Context: an optimization exercise on an open-source flow, tuned for small area. The choices shown serve that exercise and are no tape-out recipe.
Function was checked by simulation only, so behaviour that the tests miss may differ from the original.
Power figures rest on the tool's default switching activity, not on a simulated workload.

### config.mk
export PLATFORM = sky130hd
export DESIGN_NAME = dual_incremental_pi_speed_control
export DESIGN_NICKNAME = dual_incremental_pi_speed_control
export VERILOG_FILES = /design/flow/design.v
export SDC_FILE = /design/flow/constraint.sdc
export NUM_CORES = 4
export LEC_CHECK = 0
export CAP_MARGIN = 20
export CORE_MARGIN = 2
export CORE_UTILIZATION = 40
export SLEW_MARGIN = 20
### design.v
`default_nettype none
package dipsc_pkg;
    localparam int SAMPLE_WIDTH       = 16;
    localparam int GAIN_FRACTION_BITS = 14;
    localparam int GAIN_WIDTH         = 16;
    localparam int ERR_WIDTH   = SAMPLE_WIDTH + 1;
    localparam int LIMIT_WIDTH = SAMPLE_WIDTH - 1;
    localparam int PROD_WIDTH  = ERR_WIDTH + GAIN_WIDTH;
    localparam int FB_WIDTH    = SAMPLE_WIDTH + GAIN_FRACTION_BITS;
    localparam int ACC_WIDTH   = ((PROD_WIDTH > FB_WIDTH) ? PROD_WIDTH : FB_WIDTH) + 2;
    localparam int SHIFT_WIDTH = ACC_WIDTH - GAIN_FRACTION_BITS;
    localparam int CFG_INDEX_WIDTH = 3;
    localparam int CFG_DATA_WIDTH  = (GAIN_WIDTH > SAMPLE_WIDTH) ? GAIN_WIDTH : SAMPLE_WIDTH;
    localparam int IN_FIELDS_WIDTH  = 1 + 2 * SAMPLE_WIDTH;
    localparam int IN_DATA_WIDTH    = ((IN_FIELDS_WIDTH + 7) / 8) * 8;
    localparam int OUT_FIELDS_WIDTH = 2 * SAMPLE_WIDTH + 2 * ERR_WIDTH;
    localparam int OUT_DATA_WIDTH   = ((OUT_FIELDS_WIDTH + 7) / 8) * 8;
    localparam logic [CFG_INDEX_WIDTH-1:0] REG_REFERENCE_SPEED = 3'd0;
    localparam logic [CFG_INDEX_WIDTH-1:0] REG_VOLTAGE_LIMIT   = 3'd1;
    localparam logic [CFG_INDEX_WIDTH-1:0] REG_GAIN_NOW_A      = 3'd2;
    localparam logic [CFG_INDEX_WIDTH-1:0] REG_GAIN_PREV_A     = 3'd3;
    localparam logic [CFG_INDEX_WIDTH-1:0] REG_GAIN_NOW_B      = 3'd4;
    localparam logic [CFG_INDEX_WIDTH-1:0] REG_GAIN_PREV_B     = 3'd5;
    localparam logic signed [SAMPLE_WIDTH-1:0] RESET_REFERENCE_SPEED = 16'sd2560;
    localparam logic        [LIMIT_WIDTH-1:0]  RESET_VOLTAGE_LIMIT   = 15'd3072;
    localparam logic signed [GAIN_WIDTH-1:0]   RESET_GAIN_NOW_A      = 16'sd10476;
    localparam logic signed [GAIN_WIDTH-1:0]   RESET_GAIN_PREV_A     = -16'sd9667;
    localparam logic signed [GAIN_WIDTH-1:0]   RESET_GAIN_NOW_B      = 16'sd10210;
    localparam logic signed [GAIN_WIDTH-1:0]   RESET_GAIN_PREV_B     = -16'sd9421;
endpackage
`default_nettype wire
`default_nettype none
module dual_incremental_pi_speed_control (
    input  wire         aclk,
    input  wire         aresetn,
    input  wire         cfg_wr_en,
    input  wire  [2:0]  cfg_index,
    input  wire  [15:0] cfg_wr_data,
    input  wire         s_tvalid,
    output logic        s_tready,
    input  wire  [39:0] s_tdata,
    output logic        m_tvalid,
    input  wire         m_tready,
    output logic [71:0] m_tdata
);
    logic [15:0] ref_r;
    logic [14:0] lim_r;
    logic [15:0] gna_r, gpa_r, gnb_r, gpb_r;
    logic [15:0] wd0, wd1;
    assign wd0 = cfg_wr_data & {16{aresetn}};
    assign wd1 = cfg_wr_data | {16{~aresetn}};
    function automatic logic [15:0] pick(input logic [15:0] rv,
                                         input logic [15:0] d0,
                                         input logic [15:0] d1);
        pick = (rv & d1) | (~rv & d0);
    endfunction
    logic ld_ref, ld_lim, ld_gna, ld_gpa, ld_gnb, ld_gpb;
    assign ld_ref = ~aresetn | (cfg_wr_en & (cfg_index == 3'd0));
    assign ld_lim = ~aresetn | (cfg_wr_en & (cfg_index == 3'd1));
    assign ld_gna = ~aresetn | (cfg_wr_en & (cfg_index == 3'd2));
    assign ld_gpa = ~aresetn | (cfg_wr_en & (cfg_index == 3'd3));
    assign ld_gnb = ~aresetn | (cfg_wr_en & (cfg_index == 3'd4));
    assign ld_gpb = ~aresetn | (cfg_wr_en & (cfg_index == 3'd5));
    logic [15:0] lim_w;
    assign lim_w = pick(16'd3072, wd0, wd1);
    always_ff @(posedge aclk) begin
        if (ld_ref) ref_r <= pick(16'd2560, wd0, wd1);
        if (ld_lim) lim_r <= lim_w[14:0];
        if (ld_gna) gna_r <= pick(16'd10476, wd0, wd1);
        if (ld_gpa) gpa_r <= pick(16'hDA3D, wd0, wd1);    
        if (ld_gnb) gnb_r <= pick(16'd10210, wd0, wd1);
        if (ld_gpb) gpb_r <= pick(16'hDB33, wd0, wd1);    
    end
    logic [16:0] ea_r, eb_r;
    logic [15:0] ua_r, ub_r;
    logic        en_last, en_cur;
    assign m_tdata = {6'b0, eb_r, ea_r, ub_r, ua_r};
    logic       run;
    logic       wsel;      
    logic [4:0] k;         
    logic       start, last_step, finish;
    assign start     = ~run & s_tvalid & (~m_tvalid | m_tready);
    assign last_step = (k == 5'd17);
    assign finish    = run & wsel & last_step;
    assign s_tready  = run & wsel & (k == 5'd16);
    always_ff @(posedge aclk) begin
        if (!aresetn) begin
            run      <= 1'b0;
            m_tvalid <= 1'b0;
            en_last  <= 1'b0;
        end else begin
            if (m_tready) m_tvalid <= 1'b0;
            if (start) run <= 1'b1;
            if (finish) begin
                run      <= 1'b0;
                m_tvalid <= 1'b1;
                en_last  <= en_cur;
            end
        end
    end
    always_ff @(posedge aclk) begin
        if (start) begin
            en_cur <= s_tdata[0];
            wsel   <= 1'b0;
            k      <= 5'd0;
        end else if (run) begin
            if (last_step) begin
                k    <= 5'd0;
                wsel <= 1'b1;
            end else begin
                k <= k + 5'd1;
            end
        end
    end
    logic [3:0]  bidx;
    logic        ref_bit, spd_bit, sc_in, sc_r, e_bit;
    logic [16:0] e_cur;
    logic [15:0] u_cur, gp, gn;
    logic        b_prev, neg, prod;
    assign prod = run & ~last_step;
    assign bidx = k[4] ? 4'd15 : k[3:0];
    assign ref_bit = ref_r[bidx];
    assign spd_bit = wsel ? s_tdata[17 + bidx] : s_tdata[1 + bidx];
    assign sc_in   = (k == 5'd0) ? 1'b1 : sc_r;
    assign e_bit   = ref_bit ^ ~spd_bit ^ sc_in;
    always_ff @(posedge aclk) begin
        sc_r <= (ref_bit & ~spd_bit) | (ref_bit & sc_in) | (~spd_bit & sc_in);
    end
    assign e_cur = wsel ? eb_r : ea_r;
    assign u_cur = wsel ? ub_r : ua_r;
    assign gp    = wsel ? gpb_r : gpa_r;
    assign gn    = wsel ? gnb_r : gna_r;
    assign b_prev = e_cur[0] & en_last;
    assign neg    = (k == 5'd16);
    logic [16:0] win;
    logic [2:0]  ext;
    logic [15:0] xa, xb;
    logic        ba, bb, ca, cb;
    logic [17:0] ra, rb, s1, s2, hop;
    assign xa = gp;
    assign ba = b_prev & ~last_step;
    assign xb = last_step ? {{3{u_cur[15]}}, u_cur[15:3]} : gn;
    assign bb = last_step ? en_last : e_bit;
    assign ra = {{2{1'b0}}, (xa & {16{ba}})} ^ {18{neg}};
    assign rb = {{2{1'b0}}, (xb & {16{bb}})} ^ {18{neg}};
    logic [17:0] ra_s, rb_s;
    assign ra_s = {{2{ra[15]}}, ra[15:0]};
    assign rb_s = {{2{rb[15]}}, rb[15:0]};
    always_comb begin
        ca = 1'b0;
        if (k == 5'd14) ca = u_cur[0] & en_last;
        if (k == 5'd15) ca = u_cur[1] & en_last;
        if (k == 5'd16) ca = u_cur[2] & en_last;
    end
    assign cb  = last_step;
    assign hop = (k == 5'd0) ? 18'd0 : {win[16], win};
    assign s1  = hop + ra_s + {17'd0, ca};
    assign s2  = s1 + rb_s + {17'd0, cb};
    always_ff @(posedge aclk) begin
        if (prod) begin
            win <= s2[17:1];
            ext <= {s2[0], ext[2:1]};
        end
    end
    logic signed [19:0] u_pre;
    logic signed [19:0] lim_p, lim_n;
    logic        [15:0] u_new;
    assign u_pre = {s2[16:0], ext};
    assign lim_p = {5'd0, lim_r};
    assign lim_n = -lim_p;
    always_comb begin
        if (!en_cur)           u_new = 16'd0;
        else if (u_pre > lim_p) u_new = lim_p[15:0];
        else if (u_pre < lim_n) u_new = lim_n[15:0];
        else                    u_new = u_pre[15:0];
    end
    always_ff @(posedge aclk) begin
        if (prod & ~wsel) ea_r <= {e_bit, ea_r[16:1]};
        if (prod &  wsel) eb_r <= {e_bit, eb_r[16:1]};
        if (run & last_step & ~wsel) ua_r <= u_new;
        if (run & last_step &  wsel) ub_r <= u_new;
    end
endmodule
`default_nettype wire
### run.sh
#!/bin/bash
# synth_recipe.tcl (not shown) runs the flow's synth.tcl, then flattens the netlist and writes it again
# the make line also repeats each setting of config.mk as NAME=value (left out here)
make -C /OpenROAD-flow-scripts/flow DESIGN_CONFIG=/design/flow/config.mk WORK_HOME=/design/flow/orfs CLKGATE_MAP_FILE= SYNTH_SCRIPT=/design/flow/synth_recipe.tcl finish
### constraint.sdc
create_clock -name core_clock -period 20.0 [get_ports {aclk}]
set_input_delay 4.0000 -clock core_clock [delete_from_list [all_inputs] [get_ports {aclk}]]
set_output_delay 4.0000 -clock core_clock [all_outputs]
set_load 0.01 [all_outputs]
==> impl_metrics.env, run 1 <==
export IMPL_switchingPower_uw=623.5
export IMPL_drtPass1Iterations=5
export IMPL_critPathArrivalTime_ns=13.07
export IMPL_synthTopCellsByArea="edfxtp_1, ha_1, mux4_2"
export IMPL_reg2regPathDepth=29
export IMPL_finalNonFillerCells=1299
export IMPL_sw_frac_of_total_pct=39.45
export IMPL_synth_cell_area_um2=10610
export IMPL_critPathMaxFanout=26
export IMPL_p_int_uw=956.9
export IMPL_htree_levels=4
export IMPL_rsz0062_at_grt="no"
export IMPL_finalSetupViolations=0
export IMPL_root_buffer="clkbuf_16"
export IMPL_clock_fmax_mhz=77.67
export IMPL_postSynth_asyncResetShare_pct=0
export IMPL_chipHeight_um=166.8
export IMPL_worst_clock_skew_ns=0.01664
export IMPL_maxSlewViolCount=0
export IMPL_synthCells=827
export IMPL_place_hpwl_um=19860
export IMPL_portBuffers=124
export IMPL_ys_ff_latch=192
export IMPL_netlist_area_leader_share_pct=51.53
export IMPL_drt_antenna_violating_nets=0
export IMPL_synth_edf_count=182
export IMPL_die_width_um=166.8
export IMPL_hold_class="reg -> reg"
export IMPL_num_io_pins=138
export IMPL_clk_latency_ns=0.44
export IMPL_route_detailed_drc=0
export IMPL_outcome="complete, no violations"
export IMPL_cts_made_buffers=17
export IMPL_tns_ns=0
export IMPL_ys_seq_area_share_pct=53.42
export IMPL_finalCritPeriodShare_pct=64.37
export IMPL_power_frac_comb_pct=44.4
export IMPL_synth_top_area_cell="edfxtp_1"
export IMPL_worst_slew_pin_slew_ns=1.082
export IMPL_syn_avg_cell_area_um2=12.82
export IMPL_synth_warnings=1
export IMPL_first_global_vias=6774
export IMPL_r2r_end="ub_r[9]"
export IMPL_dp_cells=1268
export IMPL_worstSetupPathType="in -> reg"
export IMPL_initial_core_util_pct=40.70
export IMPL_area_delta_synth_final_pct=20.82
export IMPL_layout_drive_gt1_share_pct=9.544
export IMPL_dp_slack_ns=6.661
export IMPL_cp_end_kind="flop"
export IMPL_n_antenna_cell=0
export IMPL_antenna_found_initial=0
export IMPL_startpoint_type="primary input"
export IMPL_design_die_area_um2=27830
export IMPL_powerDensity_nw_per_um2=123.3
export IMPL_vias=6925
export IMPL_wl_per_cell_um=20.56
export IMPL_synthFlopType="edfxtp_1"
export IMPL_crit_path_max_incr_delay_ns=0.80
export IMPL_clkPwrFrac_pct=21.3
export IMPL_clk_pin_slew_ns=0.08
export IMPL_r2r_setup_slack_ns=10.16
export IMPL_cts_tree="yes"
export IMPL_min_to="eb_r[7]"
export IMPL_grt_usage_pct=19.55
export IMPL_grt_max_degree=42
export IMPL_finalHoldViolations=0
export IMPL_gp_congestion=0.8529
export IMPL_overflow=0
export IMPL_setup_slack_ns=7.125
export IMPL_cts_hold_buf=0
export IMPL_finish_utilization_pct=49.17
export IMPL_hold_depth=0
export IMPL_pwr_share_seq_pct=34.3
export IMPL_via_per_inst=5.331
export IMPL_core_um2=26060
export IMPL_rows=59
export IMPL_cts_path_max_buffers=2
export IMPL_cp_required_ns=20.19
export IMPL_synth_cell_types=67
export IMPL_slew_headroom_pct=27.80
export IMPL_grt_pass1_wl_um=40990
export IMPL_routed_wl_um=26710
export IMPL_r2r_start="wsel"
export IMPL_fin_nets=1090
export IMPL_p_leak_uw=0.004840
export IMPL_cts_resized=0
export IMPL_irDropWorstVdd_mv=0.06945
export IMPL_period_minus_slack_ns=12.87
export IMPL_crit_path_top_delay_cell="mux2i_4"
export IMPL_maxCapViolCount=0
export IMPL_hold_start="eb_r[8]"
export IMPL_post_cts_setup_buffer_count=0
export IMPL_drtIter0Drc=585
export IMPL_clkSinkCount=192
==> cells by family (layout without fill, tap and decap cells) <==
family	Yosys count	count (layout)	share of synthesized area (%)
AOI/OAI and AO/OA	125	125	7.822
xor gates and xnor gates	64	64	5.286
adders and majority gates	75	75	10.24
buffers and inverters	80	212	3.174
DFF	192	192	53.42
muxes	61	61	8.613
other	1	6	0.03536
and+or+nand+nor	229	229	11.41
==> sequential cells by signal, summed over array words and instances (netlist names) <==
register  flops
ea_r         17
ub_r         16
gpb_r        16
m_tvalid      1
gna_r        16
k             5
run           1
en_cur        1
gnb_r        16
sc_r          1
ua_r         16
wsel          1
eb_r         17
gpa_r        16
lim_r        15
en_last       1
ext           3
win          17
ref_r        16
==> power groups by stage <==
stage	clock [µW]	combinational, µW	sequential (µW)
finish	336	702	542
global route	358	783	547
global placement	0	689	549
floorplan	0	517	543
detailed placement	0	695	551
CTS	341	702	542
==> worst max-delay path, delay by kind of cell <==
kind	cells	cell delay [ns]
adder cells (fa/ha/maj)	6	2.65
AO/OA/AOI/OAI	11	2.39
multiplexers	4	1.95
AND/OR/NAND/NOR	5	1.08
XOR/XNOR	2	0.49
buffers and inverters	2	0.48
==> worst max path at each step <==
| stage | start | end | slack, ns |
|---|---|---|---|
| final | s_tdata[23] | ub_r[9] | 7.13 |
| after global routing | s_tdata[23] | ub_r[9] | 6.48 |
| after CTS | s_tdata[23] | ua_r[9] | 7.06 |
| after detailed placement | s_tdata[23] | ua_r[9] | 6.66 |
| after global placement | s_tdata[23] | ua_r[9] | 6.69 |
| after floorplan | s_tdata[23] | ua_r[11] | 8.95 |
==> synth_stat cells, types with 10 or more instances <==
| cell type | n |
|---|---|
| a21oi_1 | 29 |
| and2_1 | 32 |
| mux4_2 | 23 |
| nor2_1 | 39 |
| xnor2_1 | 37 |
| nand3_1 | 17 |
| dfxtp_1 | 10 |
| inv_1 | 40 |
| fa_1 | 20 |
| clkbuf_1 | 24 |
| xor2_1 | 27 |
| o21a_1 | 10 |
| o21ai_0 | 30 |
| nand2_1 | 61 |
| mux2i_1 | 35 |
| nand2b_1 | 25 |
| edfxtp_1 | 182 |
| ha_1 | 54 |
==> placed cells by master, fill, tap and decap left out, types with 9 or more instances in the layout <==
| master | netlist | final |
|---|---|---|
| edfxtp_1 | 182 | 182 |
| clkdlybuf4s50_1 | 0 | 124 |
| nand2_1 | 61 | 61 |
| ha_1 | 54 | 54 |
| inv_1 | 40 | 40 |
| nor2_1 | 39 | 37 |
| xnor2_1 | 37 | 37 |
| mux2i_1 | 35 | 35 |
| and2_1 | 32 | 32 |
| a21oi_1 | 29 | 29 |
| xor2_1 | 27 | 27 |
| o21ai_0 | 30 | 26 |
| nand2b_1 | 25 | 25 |
| mux4_2 | 23 | 23 |
| fa_1 | 20 | 20 |
| nand3_1 | 17 | 17 |
| clkbuf_16 | 0 | 17 |
| buf_4 | 7 | 16 |
| o21ai_1 | 7 | 11 |
| o21a_1 | 10 | 10 |
| dfxtp_1 | 10 | 9 |
==> area by class of cell <==
| class | instances | area, µm² |
|---|---|---|
| Multi-Input combinational cell | 560 | 4642 |
| Sequential cell | 192 | 5667 |
| Fill cell | 2291 | 13250 |
| Clock inverter | 14 | 145.1 |
| Inverter | 41 | 153.9 |
| Timing Repair Buffer | 140 | 1361 |
| Tap cell | 335 | 419.2 |
| Clock buffer | 17 | 425.4 |
==> routing by layer <==
layer | track usage (%) | share of wire, %
met1 | 29.10 | 48
met3 | 3.232 | 4.7
met4 | 4.235 | 1.1
met2 | 30.22 | 46
met5 | 0 | 0
==> stage by stage <==
| stage | power [µW] | cell area, µm² | hold WS [ns] |
|---|---|---|---|
| floorplan | 1060 | 10620 | 0.4793 |
| global placement | 1237 | 12240 | 0.4302 |
| detailed placement | 1245 | 12240 | 0.4360 |
| CTS | 1585 | 12810 | 0.4499 |
| global route | 1688 | 12810 | 0.4636 |
| finish | 1580 | 12810 | 0.4483 |
==> inputs of run 2 (changes only) <==
--- a/design.v
+++ b/design.v
@@ -80,7 +80,9 @@
     logic [4:0] k;         
-    logic       start, last_step, finish;
-    assign start     = ~run & s_tvalid & (~m_tvalid | m_tready);
-    assign last_step = (k == 5'd17);
-    assign finish    = run & wsel & last_step;
-    assign s_tready  = run & wsel & (k == 5'd16);
+    logic       start, st_prod, st_add, st_clamp, finish;
+    assign start    = ~run & s_tvalid & (~m_tvalid | m_tready);
+    assign st_add   = (k == 5'd17);
+    assign st_clamp = (k == 5'd18);
+    assign st_prod  = ~st_add & ~st_clamp;
+    assign finish   = run & wsel & st_clamp;
+    assign s_tready = run & wsel & (k == 5'd16);
     always_ff @(posedge aclk) begin
@@ -101,16 +103,6 @@
     always_ff @(posedge aclk) begin
-        if (start) begin
-            en_cur <= s_tdata[0];
-            wsel   <= 1'b0;
-            k      <= 5'd0;
-        end else if (run) begin
-            if (last_step) begin
-                k    <= 5'd0;
-                wsel <= 1'b1;
-            end else begin
-                k <= k + 5'd1;
-            end
-        end
-    end
-    logic [3:0]  bidx;
+        if (start) en_cur <= s_tdata[0];
+        if (start | st_clamp) wsel <= ~start;
+        k <= (start | st_clamp) ? 5'd0 : k + 5'd1;
+    end
     logic        ref_bit, spd_bit, sc_in, sc_r, e_bit;
@@ -118,9 +110,13 @@
     logic [15:0] u_cur, gp, gn;
-    logic        b_prev, neg, prod;
-    assign prod = run & ~last_step;
-    assign bidx = k[4] ? 4'd15 : k[3:0];
-    assign ref_bit = ref_r[bidx];
-    assign spd_bit = wsel ? s_tdata[17 + bidx] : s_tdata[1 + bidx];
-    assign sc_in   = (k == 5'd0) ? 1'b1 : sc_r;
-    assign e_bit   = ref_bit ^ ~spd_bit ^ sc_in;
+    always_comb begin
+        if (k[4]) begin
+            ref_bit = ref_r[15];
+            spd_bit = wsel ? s_tdata[32] : s_tdata[16];
+        end else begin
+            ref_bit = ref_r[k[3:0]];
+            spd_bit = wsel ? s_tdata[17 + k[3:0]] : s_tdata[1 + k[3:0]];
+        end
+    end
+    assign sc_in = (k == 5'd0) ? 1'b1 : sc_r;
+    assign e_bit = ref_bit ^ ~spd_bit ^ sc_in;
     always_ff @(posedge aclk) begin
@@ -132,18 +128,19 @@
     assign gn    = wsel ? gnb_r : gna_r;
-    assign b_prev = e_cur[0] & en_last;
-    assign neg    = (k == 5'd16);
     logic [16:0] win;
     logic [2:0]  ext;
+    logic        clip_r, sgn_r;
     logic [15:0] xa, xb;
-    logic        ba, bb, ca, cb;
-    logic [17:0] ra, rb, s1, s2, hop;
-    assign xa = gp;
-    assign ba = b_prev & ~last_step;
-    assign xb = last_step ? {{3{u_cur[15]}}, u_cur[15:3]} : gn;
-    assign bb = last_step ? en_last : e_bit;
-    assign ra = {{2{1'b0}}, (xa & {16{ba}})} ^ {18{neg}};
-    assign rb = {{2{1'b0}}, (xb & {16{bb}})} ^ {18{neg}};
-    logic [17:0] ra_s, rb_s;
-    assign ra_s = {{2{ra[15]}}, ra[15:0]};
-    assign rb_s = {{2{rb[15]}}, rb[15:0]};
+    logic        ba, bb, na, nb, ca, cb;
+    logic [15:0] ra, rb;
+    logic [17:0] s1, s2, hop;
+    logic        do_clip;
+    assign do_clip = clip_r & en_cur;
+    assign xa = st_clamp ? {4'd0, lim_r[14:3]} : gp;
+    assign ba = st_clamp ? do_clip : (st_prod & e_cur[0] & en_last);
+    assign na = st_clamp ? (do_clip & sgn_r) : (k == 5'd16);
+    assign xb = st_add ? {{3{u_cur[15]}}, u_cur[15:3]} : gn;
+    assign bb = st_add ? en_last : (st_prod & e_bit);
+    assign nb = (k == 5'd16);
+    assign ra = (xa & {16{ba}}) ^ {16{na}};
+    assign rb = (xb & {16{bb}}) ^ {16{nb}};
     always_comb begin
@@ -153,30 +150,50 @@
         if (k == 5'd16) ca = u_cur[2] & en_last;
-    end
-    assign cb  = last_step;
-    assign hop = (k == 5'd0) ? 18'd0 : {win[16], win};
-    assign s1  = hop + ra_s + {17'd0, ca};
-    assign s2  = s1 + rb_s + {17'd0, cb};
-    always_ff @(posedge aclk) begin
-        if (prod) begin
-            win <= s2[17:1];
-            ext <= {s2[0], ext[2:1]};
-        end
-    end
-    logic signed [19:0] u_pre;
-    logic signed [19:0] lim_p, lim_n;
-    logic        [15:0] u_new;
+        if (st_clamp)   ca = do_clip & sgn_r & (lim_r[2:0] == 3'd0);
+    end
+    assign cb  = st_add;
+    assign hop = ((k == 5'd0) | st_clamp) ? 18'd0 : {win[16], win};
+    logic [17:0] ea_x, eb_x;
+    logic [18:0] c1, c2;
+    assign ea_x = {{2{ra[15]}}, ra};
+    assign eb_x = {{2{rb[15]}}, rb};
+    assign c1[0] = ca;
+    assign c2[0] = cb;
+    for (genvar i = 0; i < 18; i++) begin : g_add
+        assign s1[i]   = hop[i] ^ ea_x[i] ^ c1[i];
+        assign c1[i+1] = (hop[i] & ea_x[i]) | (hop[i] & c1[i]) | (ea_x[i] & c1[i]);
+        assign s2[i]   = s1[i] ^ eb_x[i] ^ c2[i];
+        assign c2[i+1] = (s1[i] & eb_x[i]) | (s1[i] & c2[i]) | (eb_x[i] & c2[i]);
+    end
+    always_ff @(posedge aclk) begin
+        win <= s2[17:1];
+        ext <= {s2[0], ext[2:1]};
+    end
+    logic [19:0] u_pre;
+    logic        u_sgn, u_big;
+    logic [14:0] u_m;
+    logic [15:0] cc;
     assign u_pre = {s2[16:0], ext};
-    assign lim_p = {5'd0, lim_r};
-    assign lim_n = -lim_p;
-    always_comb begin
-        if (!en_cur)           u_new = 16'd0;
-        else if (u_pre > lim_p) u_new = lim_p[15:0];
-        else if (u_pre < lim_n) u_new = lim_n[15:0];
-        else                    u_new = u_pre[15:0];
-    end
-    always_ff @(posedge aclk) begin
-        if (prod & ~wsel) ea_r <= {e_bit, ea_r[16:1]};
-        if (prod &  wsel) eb_r <= {e_bit, eb_r[16:1]};
-        if (run & last_step & ~wsel) ua_r <= u_new;
-        if (run & last_step &  wsel) ub_r <= u_new;
+    assign u_sgn = u_pre[19];
+    assign u_big = u_pre[18:15] != {4{u_sgn}};
+    assign u_m   = u_pre[14:0] ^ {15{u_sgn}};
+    assign cc[0] = u_sgn;
+    for (genvar i = 0; i < 15; i++) begin : g_cmp
+        assign cc[i+1] = (u_m[i] & ~lim_r[i]) | (u_m[i] & cc[i]) | (~lim_r[i] & cc[i]);
+    end
+    always_ff @(posedge aclk) begin
+        clip_r <= u_big | cc[15];
+        sgn_r  <= u_sgn;
+    end
+    logic [2:0] low3, lneg3;
+    assign lneg3 = {lim_r[2] ^ (lim_r[1] | lim_r[0]), lim_r[1] ^ lim_r[0], lim_r[0]};
+    assign low3  = do_clip ? (sgn_r ? lneg3 : lim_r[2:0]) : 3'd0;
+    logic        ld_u;
+    logic [15:0] u_new;
+    assign ld_u  = run & (st_add | (st_clamp & (do_clip | ~en_cur)));
+    assign u_new = {s2[12:0], st_add ? ext : low3};
+    always_ff @(posedge aclk) begin
+        if (run & st_prod & ~wsel) ea_r <= {e_bit, ea_r[16:1]};
+        if (run & st_prod &  wsel) eb_r <= {e_bit, eb_r[16:1]};
+        if (ld_u & ~wsel) ua_r <= u_new;
+        if (ld_u &  wsel) ub_r <= u_new;
     end
--- a/config.mk
+++ b/config.mk
@@ -9,3 +9,6 @@
 export CORE_MARGIN = 2
-export CORE_UTILIZATION = 40
+export CORE_UTILIZATION = 80
+export CTS_BUF_LIST = sky130_fd_sc_hd__clkbuf_8
+export CTS_CLUSTER_SIZE = 20
+export PLACE_DENSITY = 0.85
 export SLEW_MARGIN = 20
==> run 2 against run 1 <==
Compared with the run above:
- the flow now stops in clock tree synthesis (4_1_cts)
- area after synthesis down 14%
- synthesized cell count down 26%
==> impl_metrics.env, run 2 <==
export IMPL_yosysMostFrequentCell="edfxtp_1"
export IMPL_synth_cell_area_um2=9115
export IMPL_rows=38
export IMPL_place_hpwl_um=18130
export IMPL_postSynth_asyncResetShare_pct=0
export IMPL_synth_warnings=1
export IMPL_die_width_um=110.7
export IMPL_synth_edf_count=163
export IMPL_ys_seq_area_share_pct=60.29
export IMPL_portBuffers=124
export IMPL_initial_core_util_pct=82.99
export IMPL_ys_ff_latch=193
export IMPL_synthFlopType="edfxtp_1"
export IMPL_synth_cell_types=58
export IMPL_failed_stage="clock tree synthesis (4_1_cts)"
export IMPL_synthCells=611
export IMPL_cts_resized=0
export IMPL_cts_made_buffers=17
export IMPL_dp_slack_ns=2.952
export IMPL_root_buffer="clkbuf_8"
export IMPL_post_cts_setup_buffer_count=0
export IMPL_syn_avg_cell_area_um2=14.92
export IMPL_clkSinkCount=193
export IMPL_cts_path_max_buffers=2
export IMPL_cts_hold_buf=0
export IMPL_outcome="aborted with a tool error"
export IMPL_num_io_pins=138
export IMPL_synthTopCellsByArea="edfxtp_1, fa_1, mux4_2"
export IMPL_synthTopCellsByCount="edfxtp_1, nand2_1, fa_1, xnor2_1"
export IMPL_tool_error="[ERROR DPL-0033] detailed placement checks failed during check placement."
export IMPL_synth_top_area_cell="edfxtp_1"
export IMPL_htree_levels=4
export IMPL_chipHeight_um=110.7
export IMPL_netlist_area_leader_share_pct=53.70
export IMPL_gp_congestion=0.9051
==> run 2: logic make-up after synthesis <==
logic type | after synthesis | synth area share, %
other cells | 1 | 0.04114
fa+ha+maj | 43 | 8.758
mux | 54 | 10.02
buf+inv | 64 | 3.322
simple gates | 147 | 8.222
compound gates | 61 | 4.736
flops | 193 | 60.29
xor+xnor | 48 | 4.612
==> run 2: power by group through the flow <==
stage / combinational (µW) / clock (µW) / sequential, µW
detailed placement: 623 / 0 / 564
global placement: 563 / 0 / 557
floorplan: 435 / 0 / 547
==> run 2: through the flow <==
| stage | instances | hold slack (ns) | area [µm²] |
|---|---|---|---|
| after floorplan | 616 | 0.3560 | 9134 |
| after global placement | 861 | 0.3682 | 10510 |
| after detailed placement | 861 | 0.3772 | 10510 |
==> run 2: worst min-delay path by stage <==
| stage | start | to | depth (start not counted) |
|---|---|---|---|
| after detailed placement | ext[1] | ext[0] | 0 |
| after global placement | ext[1] | ext[0] | 0 |
| after floorplan | ext[1] | ext[0] | 0 |
==> inputs of run 3 (changes only) <==
==> flow/run.sh (new file) <==
#!/bin/bash
export BUFFER_PORTS_ARGS="-buffer_cell sky130_fd_sc_hd__buf_1"
export CTS_ARGS="-sink_clustering_enable -repair_clock_nets -dont_use_dummy_load -buf_list sky130_fd_sc_hd__clkbuf_8"
bash standard.sh > standard.log 2>&1
==> standard.sh (new file) <==
#!/bin/bash
# synth_recipe.tcl (not shown) runs the flow's synth.tcl, then flattens the netlist and writes it again
# the make line also repeats each setting of config.mk as NAME=value (left out here)
make -C /OpenROAD-flow-scripts/flow DESIGN_CONFIG=/design/flow/config.mk WORK_HOME=/design/flow/orfs CLKGATE_MAP_FILE= SYNTH_SCRIPT=/design/flow/synth_recipe.tcl "${@:-finish}"
--- a/config.mk
+++ b/config.mk
@@ -7,8 +7,6 @@
 export LEC_CHECK = 0
-export CAP_MARGIN = 20
+export CAP_MARGIN = 0
 export CORE_MARGIN = 2
-export CORE_UTILIZATION = 80
-export CTS_BUF_LIST = sky130_fd_sc_hd__clkbuf_8
-export CTS_CLUSTER_SIZE = 20
-export PLACE_DENSITY = 0.85
-export SLEW_MARGIN = 20
+export CORE_UTILIZATION = 70
+export GPL_TIMING_DRIVEN = 0
+export SLEW_MARGIN = 0
removed: run.sh
==> run 3 against run 2 <==
Compared with the run above:
- the run now finishes clean
- area after synthesis unchanged
- synthesized cell count unchanged
==> impl_metrics.env, run 3 <==
export IMPL_synthFlopType="edfxtp_1"
export IMPL_clk_pin_slew_ns=0.08
export IMPL_p_leak_uw=0.003624
export IMPL_ys_ff_latch=193
export IMPL_design_die_area_um2=13950
export IMPL_routed_wl_um=20710
export IMPL_drtIter0Drc=472
export IMPL_ys_seq_area_share_pct=60.29
export IMPL_initial_core_util_pct=71.94
export IMPL_layout_drive_gt1_share_pct=12.42
export IMPL_synthTopCellsByCount="edfxtp_1, nand2_1, fa_1, xnor2_1"
export IMPL_crit_path_max_incr_delay_ns=0.54
export IMPL_path_buf_inv=3
export IMPL_synth_warnings=1
export IMPL_place_hpwl_um=15500
export IMPL_grt_pass1_wl_um=31620
export IMPL_syn_avg_cell_area_um2=14.92
export IMPL_critPathTopFamily="adder cells"
export IMPL_netlist_area_leader_share_pct=53.70
export IMPL_slew_headroom_pct=16.97
export IMPL_rsz0062_at_grt="no"
export IMPL_powerDensity_nw_per_um2=131.5
export IMPL_synth_edf_count=163
export IMPL_synth_top_area_cell="edfxtp_1"
export IMPL_critPathMaxFanout=10
export IMPL_p_total_uw=1340
export IMPL_cts_tree="yes"
export IMPL_worstSetupPathType="in -> reg"
export IMPL_via_per_inst=6.110
export IMPL_root_buffer="clkbuf_8"
export IMPL_yosysMostFrequentCell="edfxtp_1"
export IMPL_postSynth_asyncResetShare_pct=0
export IMPL_antenna_found_initial=1
export IMPL_die_width_um=118.1
export IMPL_period_minus_slack_ns=15.64
export IMPL_maxSlewViolCount=0
export IMPL_num_io_pins=138
export IMPL_vias=5725
export IMPL_maxCapViolCount=0
export IMPL_htree_levels=4
export IMPL_worst_clock_skew_ns=0.02641
export IMPL_cp_required_ns=20.33
export IMPL_clk_latency_ns=0.47
export IMPL_core_um2=12670
export IMPL_irDropWorstVdd_mv=0.08445
export IMPL_synthTopCellsByArea="edfxtp_1, fa_1, mux4_2"
export IMPL_cp_end_kind="flop"
export IMPL_synth_cell_types=58
export IMPL_layout_commonest_cell="edfxtp_1"
export IMPL_startpoint_type="primary input"
export IMPL_finalSetupViolations=0
export IMPL_critPathArrivalTime_ns=15.97
export IMPL_clock_fmax_mhz=63.92
export IMPL_finalHoldViolations=0
export IMPL_post_cts_setup_buffer_count=0
export IMPL_hold_class="reg -> reg"
export IMPL_grt_usage_pct=31.02
export IMPL_n_antenna_cell=0
export IMPL_finish_utilization_pct=80.39
export IMPL_rows=41
export IMPL_synth_cell_area_um2=9115
export IMPL_fin_nets=873
export IMPL_overflow=0
export IMPL_worst_slew_pin_slew_ns=1.241
export IMPL_chipHeight_um=118.1
export IMPL_drt_antenna_violating_nets=0
export IMPL_final_cell_mix="edfxtp_1, buf_1, nand2_1"
export IMPL_setup_slack_ns=4.357
export IMPL_drtPass1Iterations=5
export IMPL_sw_frac_of_total_pct=37.17
export IMPL_largestRegisters="ea_r x17, eb_r x17, win x17"
export IMPL_cts_path_max_buffers=2
export IMPL_route_detailed_drc=0
export IMPL_cts_resized=0
export IMPL_first_global_vias=5826
export IMPL_cts_made_buffers=17
export IMPL_area_delta_synth_final_pct=11.75
export IMPL_switchingPower_uw=498.0
export IMPL_crit_path_top_delay_cell="fa_1"
export IMPL_clkPwrFrac_pct=14.0
export IMPL_crit_top_cell="fa_1"
export IMPL_wl_per_cell_um=22.10
export IMPL_clkSinkCount=193
export IMPL_gp_congestion=0.9040
export IMPL_outcome="complete, no violations"
export IMPL_grt_max_degree=18
export IMPL_power_frac_comb_pct=45.3
export IMPL_portBuffers=124
export IMPL_pwr_share_seq_pct=40.7
export IMPL_finalCritPeriodShare_pct=78.22
export IMPL_tns_ns=0
export IMPL_cts_hold_buf=0
export IMPL_dp_slack_ns=3.922
export IMPL_p_int_uw=841.8
export IMPL_synthCells=611
## run 3: final timing paths
path / depth (start not counted) / endpoint / start / slack, ns
max: 33 / clip_r / s_tdata[25] / 4.36
min: 0 / ext[0] / ext[1] / 0.39
max reg2reg: 35 / clip_r / k[1] / 7.15
min reg2reg: 0 / ext[0] / ext[1] / 0.39
## run 3: per-stage QoR
| stage | hold slack, ns | instances | area [µm²] |
|---|---|---|---|
| after floorplan | 0.3560 | 616 | 9134 |
| after global placement | 0.3683 | 912 | 9814 |
| after detailed placement | 0.3765 | 920 | 9950 |
| after CTS | 0.3864 | 937 | 10180 |
| after global routing | 0.4073 | 937 | 10190 |
| final | 0.3852 | 937 | 10190 |
## run 3: routing by layer
layer  GRT usage, %  vias to the layer above  share of wire, %
li1               -                     2510                 -
met1          39.26                     2853                37
met2          51.16                      301                50
met3          7.607                       59               8.8
met4          14.08                        2               3.8
met5              0                        -             0.048
## run 3: cells by family (layout without fill, tap and decap cells)
| group | Yosys count | after routing | share of synthesized area [%] |
|---|---|---|---|
| other | 1 | 6 | 0.04114 |
| xor gates and xnor gates | 48 | 48 | 4.612 |
| buffers and inverters | 64 | 213 | 3.322 |
| and+or+nand+nor | 147 | 147 | 8.222 |
| DFF | 193 | 193 | 60.29 |
| muxes | 54 | 54 | 10.02 |
| AOI/OAI and AO/OA | 61 | 61 | 4.736 |
| adders and majority gates | 43 | 43 | 8.758 |
## run 3: layout make-up
| type | instances | area, µm² |
|---|---|---|
| plain buffers | 35 | 193.9 |
| clock buffers | 17 | 234.0 |
| fillers | 732 | 2485 |
| inverters | 29 | 108.9 |
| multi-input cells | 359 | 3368 |
| flip-flops and latches | 193 | 5495 |
| well taps | 172 | 215.2 |
| repair buffers | 132 | 570.5 |
## run 3: power groups by stage
stage / Sequential, µW / Clock [µW] / Combinational [µW]
after floorplan: 547 / 0 / 435
after global placement: 551 / 0 / 575
after detailed placement: 553 / 0 / 594
after CTS: 544 / 189 / 601
after global routing: 549 / 204 / 653
final: 545 / 188 / 607
==> inputs of run 4 (changes only) <==
==> flow/run.sh (replaced) <==
#!/bin/bash
export BUFFER_PORTS_ARGS="-buffer_cell sky130_fd_sc_hd__buf_1"
export CTS_ARGS="-sink_clustering_enable -repair_clock_nets -dont_use_dummy_load -buf_list sky130_fd_sc_hd__clkbuf_8 -sink_clustering_size 25"
bash standard.sh > standard.log 2>&1
--- a/config.mk
+++ b/config.mk
@@ -10,3 +10,2 @@
 export CORE_UTILIZATION = 70
-export GPL_TIMING_DRIVEN = 0
 export SLEW_MARGIN = 0
==> run 4 against run 3 <==
Compared with the run above:
- global-route usage decreased by 2.3 points
- via count is 5.3% lower
- final cell count fell by 2.6%
- sequential power rose by 0.9%
- maximum frequency shrank 2.4%
- critical path type unchanged
- setup slack got worse by 0.39 ns
- clock power about the same
- die area did not move
- worst hold slack better by 0.0075 ns
==> impl_metrics.env, run 4 <==
export IMPL_grt_usage_pct=28.72
export IMPL_cp_end_kind="flop"
export IMPL_crit_path_max_incr_delay_ns=0.76
export IMPL_fillers=778
export IMPL_tns_ns=0
export IMPL_postSynth_asyncResetShare_pct=0
export IMPL_crit_path_top_delay_cell="fa_1"
export IMPL_clk_latency_ns=0.46
export IMPL_fin_nets=849
export IMPL_p_leak_uw=0.003528
export IMPL_hold_class="reg -> reg"
export IMPL_vias=5422
export IMPL_cts_tree="yes"
export IMPL_met1_usage_pct=38.53
export IMPL_critPathTopFamily="adder cells"
export IMPL_synthTopCellsByArea="edfxtp_1, fa_1, mux4_2"
export IMPL_route_detailed_drc=0
export IMPL_htree_levels=4
export IMPL_antenna_found_initial=0
export IMPL_path_buf_inv=3
export IMPL_worstSetupPathType="in -> reg"
export IMPL_rows=41
export IMPL_initial_core_util_pct=71.94
export IMPL_overflow=0
export IMPL_grt_pass1_wl_um=29730
export IMPL_outcome="complete, no violations"
export IMPL_n_antenna_cell=0
export IMPL_synth_cell_types=58
export IMPL_maxSlewViolCount=0
export IMPL_portBuffers=124
export IMPL_cts_resized=0
export IMPL_design_die_area_um2=13950
export IMPL_finalCritPeriodShare_pct=80.16
export IMPL_routed_wl_um=18850
export IMPL_cp_required_ns=20.31
export IMPL_wl_per_cell_um=20.65
export IMPL_via_per_inst=5.939
export IMPL_synth_warnings=1
export IMPL_largestRegisters="ea_r x17, eb_r x17, win x17"
export IMPL_powerDensity_nw_per_um2=131.4
export IMPL_finalHoldViolations=0
export IMPL_root_buffer="clkbuf_8"
export IMPL_worst_slew_pin_slew_ns=0.9959
export IMPL_num_io_pins=138
export IMPL_die_width_um=118.1
export IMPL_rsz0062_at_grt="no"
export IMPL_period_minus_slack_ns=16.03
export IMPL_p_total_uw=1317
export IMPL_crit_top_cell="fa_1"
export IMPL_cts_path_max_buffers=2
export IMPL_drtIter0Drc=412
export IMPL_layout_drive_gt1_share_pct=10.12
export IMPL_cts_made_buffers=17
export IMPL_grt_busiest_layer="met2"
export IMPL_ys_seq_area_share_pct=60.29
export IMPL_synthFlopType="edfxtp_1"
export IMPL_synthTopCellsByCount="edfxtp_1, nand2_1, fa_1, xnor2_1"
export IMPL_r2r_setup_slack_ns=6.76
export IMPL_first_global_vias=5586
export IMPL_chipHeight_um=118.1
export IMPL_netlist_area_leader_share_pct=53.70
export IMPL_finalSetupViolations=0
export IMPL_synthCells=611
export IMPL_syn_avg_cell_area_um2=14.92
export IMPL_place_hpwl_um=13180
export IMPL_final_cell_mix="edfxtp_1, buf_1, nand2_1"
export IMPL_synth_cell_area_um2=9115
export IMPL_area_delta_synth_final_pct=9.952
export IMPL_drtPass1Iterations=5
export IMPL_synth_top_area_cell="edfxtp_1"
export IMPL_yosysMostFrequentCell="edfxtp_1"
export IMPL_critPathMaxFanout=19
export IMPL_grt_max_degree=42
export IMPL_maxCapViolCount=0
export IMPL_cts_hold_buf=0
export IMPL_global_route_usage_met3_pct=7.558
export IMPL_drt_antenna_violating_nets=0
export IMPL_post_cts_setup_buffer_count=0
export IMPL_clkSinkCount=193
export IMPL_irDropWorstVdd_mv=0.09051
export IMPL_clock_fmax_mhz=62.38
export IMPL_startpoint_type="primary input"
export IMPL_layout_commonest_cell="edfxtp_1"
export IMPL_clk_pin_slew_ns=0.08
export IMPL_synth_edf_count=163
export IMPL_ys_ff_latch=193
export IMPL_critPathArrivalTime_ns=16.34
export IMPL_gp_congestion=0.8409
export IMPL_globalRouteMet2Util_pct=46.17
export IMPL_worst_clock_skew_ns=0.02891
export IMPL_core_um2=12670
export IMPL_slew_headroom_pct=33.53
run 4: cell counts after synthesis:
Identical to the previous run, type by type.
run 4: logic make-up after synthesis:
logic type,count (synthesis),synth area share [%]
other cells,1,0.04114
compound gates,61,4.736
simple gates,147,8.222
flops,193,60.29
fa+ha+maj,43,8.758
xor+xnor,48,4.612
mux,54,10.02
buf+inv,64,3.322
run 4: cell type report:
class | count | area [µm²] | share of cell area, %
Sequential cell | 193 | 5495 | 54.83
Multi-Input combinational cell | 359 | 3361 | 33.53
Timing Repair Buffer | 143 | 608.1 | 6.067
Clock buffer | 17 | 234.0 | 2.335
Tap cell | 172 | 215.2 | 2.147
Inverter | 29 | 108.9 | 1.086
run 4: through the flow:
stage / worst slack (ns) / area (µm²) / cells / utilization (%) / hold slack, ns
floorplan: 5.149 / 9134 / 616 / - / 0.3560
global placement: 3.686 / 9781 / 895 / 77.19 / 0.3651
detailed placement: 3.525 / 9781 / 895 / 77.19 / 0.3685
CTS: 3.934 / 10010 / 912 / 79.04 / 0.3860
global route: 3.348 / 10020 / 913 / 79.10 / 0.4049
finish: 3.968 / 10020 / 913 / 79.10 / 0.3926
run 4: power by group:
part	internal (µW)	switching, µW
clock	75.1	111
sequential	523	27.0
combinational	240	341
total	838	479
run 4: path summary, 6_finish.rpt:
check,from,endpoint,cells past startpoint
worst max register to register,wsel,clip_r,35
worst min-delay path,ext[1],ext[0],0
worst max-delay path,s_tdata[17],clip_r,35
worst min register to register,ext[1],ext[0],0
run 4: metal layers:
metal,share of wire [%],vias to the layer above
li1,-,2455
met1,41,2699
met2,49,235
met3,6.9,33
met4,3.0,0
met5,0,-
run 4: worst register-to-register path: cells and delay by family, from the launching register on:
kind                     cells  cell delay (ns)
AO/OA/AOI/OAI                7             1.70
XOR/XNOR                     1             0.10
adder cells (fa/ha/maj)     18             8.56
buffers and inverters        3             0.67
flip-flops                   1             0.35
multiplexers                 2             0.81
AND/OR/NAND/NOR              4             0.90
==> inputs of run 5 (changes only) <==
==> flow/run.sh (replaced) <==
#!/bin/bash
export BUFFER_PORTS_ARGS="-buffer_cell sky130_fd_sc_hd__buf_1"
export CTS_ARGS='-sink_clustering_enable -repair_clock_nets -dont_use_dummy_load -buf_list "sky130_fd_sc_hd__clkbuf_4 sky130_fd_sc_hd__clkbuf_8"'
bash standard.sh > standard.log 2>&1
--- a/config.mk
+++ b/config.mk
@@ -7,5 +7,5 @@
 export LEC_CHECK = 0
-export CAP_MARGIN = 0
+export CAP_MARGIN = 20
 export CORE_MARGIN = 2
 export CORE_UTILIZATION = 70
-export SLEW_MARGIN = 0
+export SLEW_MARGIN = 20
==> run 5 against run 4 <==
Compared with the run above:
- critical path depth stayed put
- sequential share of layout area hardly changed
- largest power group unchanged
- design area hardly changed
==> impl_metrics.env, run 5 <==
export IMPL_placed_cell_area_um2=9781
export IMPL_synth_top_area_cell="edfxtp_1"
export IMPL_core_um2=12670
export IMPL_power_frac_comb_pct=44.1
export IMPL_pwr_share_seq_pct=41.8
export IMPL_layout_commonest_cell="edfxtp_1"
export IMPL_maxCapViolCount=0
export IMPL_dp_slack_ns=3.525
export IMPL_irDropWorstVdd_mv=0.09058
export IMPL_cts_hold_buf=0
export IMPL_yosysMostFrequentCell="edfxtp_1"
export IMPL_grt_usage_pct=28.72
export IMPL_sw_frac_of_total_pct=36.34
export IMPL_final_cell_mix="edfxtp_1, buf_1, nand2_1"
export IMPL_htree_levels=4
export IMPL_met1Wirelength_um=7734
export IMPL_outcome="complete, no violations"
export IMPL_routed_wl_um=18780
export IMPL_synth_cell_types=58
export IMPL_die_width_um=118.1
export IMPL_largestRegisters="ea_r x17, eb_r x17, win x17"
export IMPL_grt_pass1_wl_um=29730
export IMPL_synthTopCellsByArea="edfxtp_1, fa_1, mux4_2"
export IMPL_finalHoldViolations=0
export IMPL_worst_slew_pin_slew_ns=0.9952
export IMPL_rsz0062_at_grt="no"
export IMPL_antenna_found_initial=0
export IMPL_design_area_um2=10020
export IMPL_ys_seq_area_share_pct=60.29
export IMPL_critPathMaxFanout=19
export IMPL_period_minus_slack_ns=16.03
export IMPL_synth_cell_area_um2=9115
export IMPL_netlist_area_leader_share_pct=53.70
export IMPL_clkSinkCount=193
export IMPL_fin_nets=848
export IMPL_cts_resized=0
export IMPL_slew_headroom_pct=33.58
export IMPL_maxSlewViolCount=0
export IMPL_cts_tree="yes"
export IMPL_wl_met2_um=9243
export IMPL_top_layer="met4"
export IMPL_clk_pin_slew_ns=0.08
export IMPL_postSynth_asyncResetShare_pct=0
export IMPL_drtIter0Drc=454
export IMPL_wl_per_cell_um=20.60
export IMPL_clkPwrFrac_pct=14.1
export IMPL_layout_drive_gt1_share_pct=10.14
export IMPL_synthTopCellsByCount="edfxtp_1, nand2_1, fa_1, xnor2_1"
export IMPL_num_io_pins=138
export IMPL_drtPass1Iterations=5
export IMPL_tns_ns=0
export IMPL_wl_met3_um=1258
export IMPL_hold_class="reg -> reg"
export IMPL_clk_latency_ns=0.47
export IMPL_grt_max_degree=42
export IMPL_p_leak_uw=0.003522
export IMPL_synth_edf_count=163
export IMPL_cp_end_kind="flop"
export IMPL_rows=41
export IMPL_setup_slack_ns=3.965
export IMPL_portBuffers=124
export IMPL_crit_path_max_incr_delay_ns=0.76
export IMPL_crit_top_cell="fa_1"
export IMPL_startpoint_type="primary input"
export IMPL_design_die_area_um2=13950
export IMPL_crit_path_top_delay_cell="fa_1"
export IMPL_cts_path_max_buffers=2
export IMPL_cts_made_buffers=17
export IMPL_initial_core_util_pct=71.94
export IMPL_synth_warnings=1
export IMPL_clock_fmax_mhz=62.37
export IMPL_fillers=779
export IMPL_n_antenna_cell=0
export IMPL_finalSetupViolations=0
export IMPL_first_global_vias=5586
export IMPL_worstSetupPathType="in -> reg"
export IMPL_synthFlopType="edfxtp_1"
export IMPL_cp_required_ns=20.31
export IMPL_finalCritPeriodShare_pct=80.17
export IMPL_via_per_inst=5.906
export IMPL_synthCells=611
export IMPL_powerDensity_nw_per_um2=131.5
export IMPL_place_hpwl_um=13180
export IMPL_critPathArrivalTime_ns=16.34
export IMPL_worst_clock_skew_ns=0.02812
export IMPL_syn_avg_cell_area_um2=14.92
export IMPL_gp_congestion=0.8409
export IMPL_root_buffer="clkbuf_8"
export IMPL_overflow=0
export IMPL_ys_ff_latch=193
export IMPL_p_int_uw=838.3
export IMPL_route_detailed_drc=0
export IMPL_area_delta_synth_final_pct=9.897
export IMPL_chipHeight_um=118.1
export IMPL_r2r_setup_slack_ns=6.76
export IMPL_drt_antenna_violating_nets=0
export IMPL_post_cts_setup_buffer_count=0
export IMPL_switchingPower_uw=478.6
export IMPL_vias=5386
run 5: cell count changes in the layout (fill, tap and decap cells not counted), sizes merged:
cell / delta
buf: -1
run 5: cell families (layout without fill, tap and decap cells):
kind of cell	Yosys count	after routing	synth area share, %
AOI/OAI and AO/OA	61	61	4.736
xor gates and xnor gates	48	48	4.612
adders and majority gates	43	43	8.758
buffers and inverters	64	188	3.322
DFF	193	193	60.29
muxes	54	54	10.02
other	1	6	0.04114
and+or+nand+nor	147	147	8.222
run 5: worst paths after layout:
check	startpoint	endpoint	cells after the start
setup / recovery	s_tdata[17]	clip_r	35
hold / removal	ext[1]	ext[0]	0
setup reg to reg	wsel	clip_r	35
hold reg to reg	ext[1]	ext[0]	0
run 5: per-stage QoR:
stage | total power, µW | instances | utilization [%] | hold WS, ns
final | 1317 | 912 | 79.06 | 0.3926
after global routing | 1400 | 912 | 79.06 | 0.4049
after floorplan | 982.0 | 616 | - | 0.3560
after detailed placement | 1133 | 895 | 77.19 | 0.3685
after global placement | 1108 | 895 | 77.19 | 0.3651
after CTS | 1320 | 912 | 79.04 | 0.3860
run 5: routing by layer:
metal	vias to the layer above	track usage, %
li1	2455	-
met3	33	7.558
met2	233	46.17
met4	0	10.09
met5	-	0
met1	2665	38.53
run 5: worst max-delay path, delay by kind of cell:
family	cells	cell delay [ns]
adders and majority gates	18	8.55
AOI/OAI and AO/OA	7	1.69
and+or+nand+nor	4	0.89
muxes	2	0.69
buffers and inverters	3	0.39
xor gates and xnor gates	1	0.10
run 5: final cells by class:
type / instances / area, µm² / share of cell area, %
Clock buffer: 17 / 234.0 / 2.336
Multi-Input combinational cell: 359 / 3363 / 33.57
Tap cell: 172 / 215.2 / 2.148
Sequential cell: 193 / 5495 / 54.86
Timing Repair Buffer: 142 / 600.6 / 5.996
Inverter: 29 / 108.9 / 1.087
run 5: power groups by stage:
stage,clock network (µW),registers [µW],logic [µW]
6_report,186,550,581
5_1_grt,205,555,640
4_1_cts,190,550,580
3_5_place_dp,0,558,575
3_3_place_gp,0,556,553
2_1_floorplan,0,547,435
==> inputs of run 6 (changes only) <==
==> flow/run.sh (replaced) <==
#!/bin/bash
export BUFFER_PORTS_ARGS="-buffer_cell sky130_fd_sc_hd__buf_1"
export CTS_ARGS="-sink_clustering_enable -repair_clock_nets -dont_use_dummy_load -buf_list sky130_fd_sc_hd__clkbuf_8"
bash standard.sh > standard.log 2>&1
==> run 6 against run 5 <==
Compared with the run above:
- power unchanged
- worst hold slack unchanged
- clock skew unchanged
- sequential cell count unchanged
- wire length unchanged
- utilization unchanged
- sequential power about the same
- critical path type unchanged
- synthesized cell count unchanged
- setup slack unchanged
- design area unchanged
==> impl_metrics.env, run 6 <==
export IMPL_outcome="complete, no violations"
export IMPL_place_hpwl_um=13180
export IMPL_gp_congestion=0.8409
export IMPL_drtIter0Drc=454
export IMPL_maxCapViolCount=0
export IMPL_synth_cell_types=58
export IMPL_cts_tree="yes"
export IMPL_crit_path_max_incr_delay_ns=0.76
export IMPL_root_buffer="clkbuf_8"
export IMPL_drt_antenna_violating_nets=0
export IMPL_p_leak_uw=0.003522
export IMPL_hold_class="reg -> reg"
export IMPL_min_to="ext[0]"
export IMPL_crit_top_cell="fa_1"
export IMPL_vias=5386
export IMPL_critPathArrivalTime_ns=16.34
export IMPL_startpoint_type="primary input"
export IMPL_netlist_area_leader_share_pct=53.70
export IMPL_worstSetupPathType="in -> reg"
export IMPL_clock_fmax_mhz=62.37
export IMPL_tns_ns=0
export IMPL_slew_headroom_pct=33.58
export IMPL_fin_hold_ws_ns=0.3926
export IMPL_cp_end_kind="flop"
export IMPL_crit_path_top_delay_cell="fa_1"
export IMPL_routed_wl_um=18780
export IMPL_core_um2=12670
export IMPL_synth_top_area_cell="edfxtp_1"
export IMPL_clkSinkCount=193
export IMPL_fin_nets=848
export IMPL_cts_hold_buf=0
export IMPL_fillers=779
export IMPL_finalSetupViolations=0
export IMPL_synthTopCellsByArea="edfxtp_1, fa_1, mux4_2"
export IMPL_syn_avg_cell_area_um2=14.92
export IMPL_ys_ff_latch=193
export IMPL_finalHoldViolations=0
export IMPL_first_global_vias=5586
export IMPL_die_width_um=118.1
export IMPL_cts_path_max_buffers=2
export IMPL_antenna_found_initial=0
export IMPL_grt_usage_pct=28.72
export IMPL_worst_slew_pin_slew_ns=0.9952
export IMPL_wl_per_cell_um=20.60
export IMPL_cts_made_buffers=17
export IMPL_chipHeight_um=118.1
export IMPL_r2r_start="wsel"
export IMPL_critPathMaxFanout=19
export IMPL_maxSlewViolCount=0
export IMPL_r2r_setup_slack_ns=6.76
export IMPL_via_per_inst=5.906
export IMPL_rows=41
export IMPL_hold_depth=0
export IMPL_n_antenna_cell=0
export IMPL_reg2regPathDepth=35
export IMPL_grt_max_degree=42
export IMPL_portBuffers=124
export IMPL_worst_clock_skew_ns=0.02812
export IMPL_layout_commonest_cell="edfxtp_1"
export IMPL_area_delta_synth_final_pct=9.897
export IMPL_hold_start="ext[1]"
export IMPL_initial_core_util_pct=71.94
export IMPL_grt_pass1_wl_um=29730
export IMPL_powerDensity_nw_per_um2=131.5
export IMPL_dp_slack_ns=3.525
export IMPL_post_cts_setup_buffer_count=0
export IMPL_layout_drive_gt1_share_pct=10.14
export IMPL_irDropWorstVdd_mv=0.09058
export IMPL_setup_slack_ns=3.965
export IMPL_synth_warnings=1
export IMPL_rsz0062_at_grt="no"
export IMPL_postSynth_asyncResetShare_pct=0
export IMPL_synth_edf_count=163
export IMPL_largestRegisters="ea_r x17, eb_r x17, win x17"
export IMPL_p_total_uw=1317
export IMPL_clk_latency_ns=0.47
export IMPL_final_cell_mix="edfxtp_1, buf_1, nand2_1"
export IMPL_period_minus_slack_ns=16.03
export IMPL_synth_cell_area_um2=9115
export IMPL_overflow=0
export IMPL_clk_pin_slew_ns=0.08
export IMPL_synthTopCellsByCount="edfxtp_1, nand2_1, fa_1, xnor2_1"
export IMPL_num_io_pins=138
export IMPL_synthFlopType="edfxtp_1"
export IMPL_cts_resized=0
export IMPL_drtPass1Iterations=5
export IMPL_ys_seq_area_share_pct=60.29
export IMPL_route_detailed_drc=0
export IMPL_htree_levels=4
export IMPL_synthCells=611
export IMPL_r2r_end="clip_r"
export IMPL_design_die_area_um2=13950
export IMPL_yosysMostFrequentCell="edfxtp_1"
export IMPL_cp_required_ns=20.31
export IMPL_finalCritPeriodShare_pct=80.17
[run 6: final cells by class]
cell class                 instances  area [µm²]  share of cell area [%]
sequential                       193        5495                   54.86
multi-input combinational        359        3363                   33.57
timing repair buffer             142       600.6                   5.996
clock buffer                      17       234.0                   2.336
tap                              172       215.2                   2.148
inverter                          29       108.9                   1.087
[run 6: routing by layer]
metal	GRT usage (%)	part of all wire [%]	routed length, µm	vias to the layer above
li1	-	-	-	2455
met1	38.53	41	7734	2665
met2	46.17	49	9243	233
met3	7.558	6.7	1258	33
met4	10.09	2.9	549	0
met5	0	0	0	-
[run 6: critical path, delay by kind of cell]
| family | cells | cell delay (ns) |
|---|---|---|
| AO/OA/AOI/OAI | 7 | 1.69 |
| buffers and inverters | 3 | 0.39 |
| AND/OR/NAND/NOR | 4 | 0.89 |
| adder cells (fa/ha/maj) | 18 | 8.55 |
| multiplexers | 2 | 0.69 |
| XOR/XNOR | 1 | 0.10 |
[run 6: worst max-delay path by stage]
stage / from / endpoint / slack [ns] / cells after the start
2_1_floorplan: s_tdata[25] / clip_r / 5.15 / 32
3_3_place_gp: s_tdata[25] / clip_r / 3.69 / 33
3_5_place_dp: s_tdata[25] / clip_r / 3.53 / 33
4_1_cts: s_tdata[17] / clip_r / 3.93 / 35
5_1_grt: s_tdata[17] / clip_r / 3.35 / 35
6_report: s_tdata[17] / clip_r / 3.97 / 35
[run 6: cell families (layout without fill, tap and decap cells)]
| group | Yosys count | in the layout | synth area share [%] |
|---|---|---|---|
| XOR/XNOR | 48 | 48 | 4.612 |
| adder cells (fa/ha/maj) | 43 | 43 | 8.758 |
| flip-flops | 193 | 193 | 60.29 |
| AO/OA/AOI/OAI | 61 | 61 | 4.736 |
| buffers and inverters | 64 | 188 | 3.322 |
| other | 1 | 6 | 0.04114 |
| AND/OR/NAND/NOR | 147 | 147 | 8.222 |
| multiplexers | 54 | 54 | 10.02 |
[run 6: where the power goes]
| group | total [µW] | switching (µW) | leakage, µW | internal (µW) |
|---|---|---|---|---|
| Clock | 186 | 111 | 0.000122 | 75.1 |
| Combinational | 581 | 341 | 0.00160 | 240 |
| Sequential | 550 | 26.8 | 0.00180 | 523 |
| Total | 1320 | 479 | 0.00352 | 838 |
[run 6: metrics by stage]
stage	util, %	instance area, µm²	instances
3_3_place_gp	77.19	9781	895
3_5_place_dp	77.19	9781	895
6_report	79.06	10020	912
5_1_grt	79.06	10020	912
4_1_cts	79.04	10010	912
2_1_floorplan	-	9134	616
==> inputs of run 7 (changes only) <==
--- a/config.mk
+++ b/config.mk
@@ -9,3 +9,3 @@
 export CORE_MARGIN = 2
-export CORE_UTILIZATION = 70
+export CORE_UTILIZATION = 76
 export SLEW_MARGIN = 20
==> run 7 against run 6 <==
Compared with the run above:
- still clean
- global-route usage increased by 4.2 points
- combinational power grew 2%
- sequential share of layout area is 0.25 points higher
- wire length rose by 6.2%
- setup slack improved by 0.080 ns
- clock skew rose by 0.0040 ns
- register-to-register slack got worse by 0.76 ns
- die area shrank 7.6%
- critical path depth is 2 lower
- critical endpoint unchanged
- largest power group unchanged
- highest routed layer unchanged
==> impl_metrics.env, run 7 <==
export IMPL_reg2regPathDepth=33
export IMPL_gp_congestion=0.9008
export IMPL_route_detailed_drc=0
export IMPL_clk_latency_ns=0.47
export IMPL_n_antenna_cell=0
export IMPL_first_global_vias=5796
export IMPL_hold_depth=0
export IMPL_cts_path_max_buffers=2
export IMPL_synthTopCellsByCount="edfxtp_1, nand2_1, fa_1, xnor2_1"
export IMPL_pwr_share_seq_pct=41.5
export IMPL_chipHeight_um=113.5
export IMPL_finalNonFillerCells=881
export IMPL_grt_pass1_wl_um=30660
export IMPL_num_io_pins=138
export IMPL_place_hpwl_um=13770
export IMPL_finalHoldViolations=0
export IMPL_dp_cells=864
export IMPL_placed_cell_area_um2=9737
export IMPL_worstSetupPathType="in -> reg"
export IMPL_clkPwrFrac_pct=13.9
export IMPL_multi_input_area_um2=3368
export IMPL_synthTopCellsByArea="edfxtp_1, fa_1, mux4_2"
export IMPL_fin_hold_ws_ns=0.3885
export IMPL_design_die_area_um2=12890
export IMPL_routed_wl_um=19940
export IMPL_synth_cell_area_um2=9115
export IMPL_synthCells=611
export IMPL_slew_headroom_pct=25.49
export IMPL_switchingPower_uw=495.0
export IMPL_yosysMostFrequentCell="edfxtp_1"
export IMPL_crit_top_cell="fa_1"
export IMPL_maxCapViolCount=0
export IMPL_grt_usage_pct=32.92
export IMPL_synth_warnings=1
export IMPL_sw_frac_of_total_pct=37.11
export IMPL_root_buffer="clkbuf_8"
export IMPL_final_cell_mix="edfxtp_1, buf_1, nand2_1"
export IMPL_drtPass1Iterations=5
export IMPL_ys_ff_latch=193
export IMPL_via_per_inst=6.397
export IMPL_critPathMaxFanout=19
export IMPL_synth_top_area_cell="edfxtp_1"
export IMPL_design_area_um2=9971
export IMPL_vias=5636
export IMPL_cp_required_ns=20.31
export IMPL_crit_path_max_incr_delay_ns=0.77
export IMPL_finalCritPeriodShare_pct=79.77
export IMPL_drtIter0Drc=647
export IMPL_rows=39
export IMPL_maxSlewViolCount=0
export IMPL_htree_levels=4
export IMPL_die_width_um=113.5
export IMPL_cts_hold_buf=0
export IMPL_clkSinkCount=193
export IMPL_synth_cell_types=58
export IMPL_drt_antenna_violating_nets=0
export IMPL_clk_pin_slew_ns=0.07
export IMPL_wl_per_cell_um=22.63
export IMPL_crit_path_top_delay_cell="fa_1"
export IMPL_initial_core_util_pct=78.82
export IMPL_core_um2=11560
export IMPL_register_area_um2=5495
export IMPL_setup_slack_ns=4.045
export IMPL_powerDensity_nw_per_um2=133.8
export IMPL_power_frac_comb_pct=44.6
export IMPL_worst_clock_skew_ns=0.03217
export IMPL_area_delta_synth_final_pct=9.389
export IMPL_rsz0062_at_grt="no"
export IMPL_netlist_area_leader_share_pct=53.70
export IMPL_layout_commonest_cell="edfxtp_1"
export IMPL_tns_ns=0
export IMPL_portBuffers=124
export IMPL_clock_fmax_mhz=62.68
export IMPL_cts_resized=0
export IMPL_outcome="complete, no violations"
export IMPL_cts_tree="yes"
export IMPL_grt_max_degree=42
export IMPL_cts_made_buffers=17
export IMPL_hold_class="reg -> reg"
export IMPL_dp_slack_ns=3.582
export IMPL_largestRegisters="ea_r x17, eb_r x17, win x17"
export IMPL_p_leak_uw=0.003516
export IMPL_layout_drive_gt1_share_pct=10.03
export IMPL_synth_edf_count=163
export IMPL_cp_end_kind="flop"
export IMPL_synthFlopType="edfxtp_1"
export IMPL_overflow=0
export IMPL_postSynth_asyncResetShare_pct=0
export IMPL_worst_slew_pin_slew_ns=1.118
export IMPL_fillers=564
export IMPL_ys_seq_area_share_pct=60.29
export IMPL_p_int_uw=838.8
export IMPL_startpoint_type="primary input"
export IMPL_syn_avg_cell_area_um2=14.92
export IMPL_irDropWorstVdd_mv=0.1348
export IMPL_post_cts_setup_buffer_count=0
export IMPL_period_minus_slack_ns=15.95
export IMPL_antenna_found_initial=0
export IMPL_critPathArrivalTime_ns=16.27
export IMPL_fin_nets=846
export IMPL_finalSetupViolations=0
-- run 7: cell type report --
type	count	area share, %
Sequential cell	193	55.11
Multi-Input combinational cell	359	33.78
Timing Repair Buffer	140	5.873
Clock buffer	17	2.347
Tap cell	143	1.794
Inverter	29	1.092
-- run 7: metrics by stage --
step	utilization, %	power (µW)
5_1_grt	86.22	1401
6_report	86.22	1334
3_3_place_gp	84.19	1109
3_5_place_dp	84.19	1141
4_1_cts	86.22	1329
2_1_floorplan	-	982.0
-- run 7: final timing paths --
kind,from,end,slack [ns]
worst min-delay path,ext[1],ext[0],0.39
worst max register to register,wsel,clip_r,6.00
worst max-delay path,s_tdata[25],clip_r,4.05
worst min register to register,ext[1],ext[0],0.39
-- run 7: kinds of logic after synthesis --
kind of cell | share of synthesized area [%]
AO/OA/AOI/OAI | 4.736
flip-flops | 60.29
other | 0.04114
AND/OR/NAND/NOR | 8.222
adder cells (fa/ha/maj) | 8.758
buffers and inverters | 3.322
XOR/XNOR | 4.612
multiplexers | 10.02
-- run 7: critical path, delay by kind of cell --
| kind | cells | cell delay [ns] |
|---|---|---|
| AO/OA/AOI/OAI | 5 | 1.33 |
| XOR/XNOR | 1 | 0.09 |
| adder cells (fa/ha/maj) | 18 | 8.60 |
| buffers and inverters | 3 | 0.38 |
| multiplexers | 3 | 1.17 |
| AND/OR/NAND/NOR | 3 | 0.69 |
-- run 7: per-layer routing --
| metal | track usage, % | part of all wire, % | vias to the layer above |
|---|---|---|---|
| li1 | - | - | 2453 |
| met4 | 13.66 | 3.5 | 0 |
| met1 | 41.64 | 36 | 2800 |
| met3 | 7.120 | 9.7 | 46 |
| met5 | 0 | 0 | - |
| met2 | 56.21 | 51 | 337 |
-- run 7: power by group through the flow --
| stage | registers [µW] | clock network, µW | logic (µW) |
|---|---|---|---|
| after CTS | 552 | 187 | 590 |
| after global placement | 556 | 0 | 553 |
| final | 553 | 186 | 595 |
| after floorplan | 547 | 0 | 435 |
| after global routing | 558 | 201 | 642 |
| after detailed placement | 560 | 0 | 580 |

==> port drivers added, routing unchanged <==
No port has a modelled driver above. Below, the same layouts with a new extraction and two added sets of constraints. Step 1: set_driving_cell puts a clkbuf_16 on aclk and a buf_2 on each other input, an assumption about the parent block. Step 2 times the ports against the registers' clock, not the clock port: input delays grow and output delays shrink by t, the midpoint of the rising clock arrivals with the driver on. a / b / c = ideal ports / drivers / drivers and shift; a / b = the first two.
| run | t (ns) | setup WS [ns] | pins driven straight from the clock port |
|---|---|---|---|
| run 1 | 0.481 | 7.125 / 7.150 / 6.668 | 1 |
| run 3 | 0.491 | 4.357 / 4.373 / 3.882 | 1 |
| run 4 | 0.486 | 3.968 / 3.986 / 3.500 | 1 |
| run 5 | 0.488 | 3.965 / 3.983 / 3.495 | 1 |
| run 6 | 0.488 | 3.965 / 3.983 / 3.495 | 1 |
| run 7 | 0.493 | 4.045 / 4.062 / 3.569 | 1 |
After both steps every run listed still meets setup and hold. For run 7, which loses most, drivers alone change the setup slack by +0.017 ns; drivers and shift together by -0.476 ns.
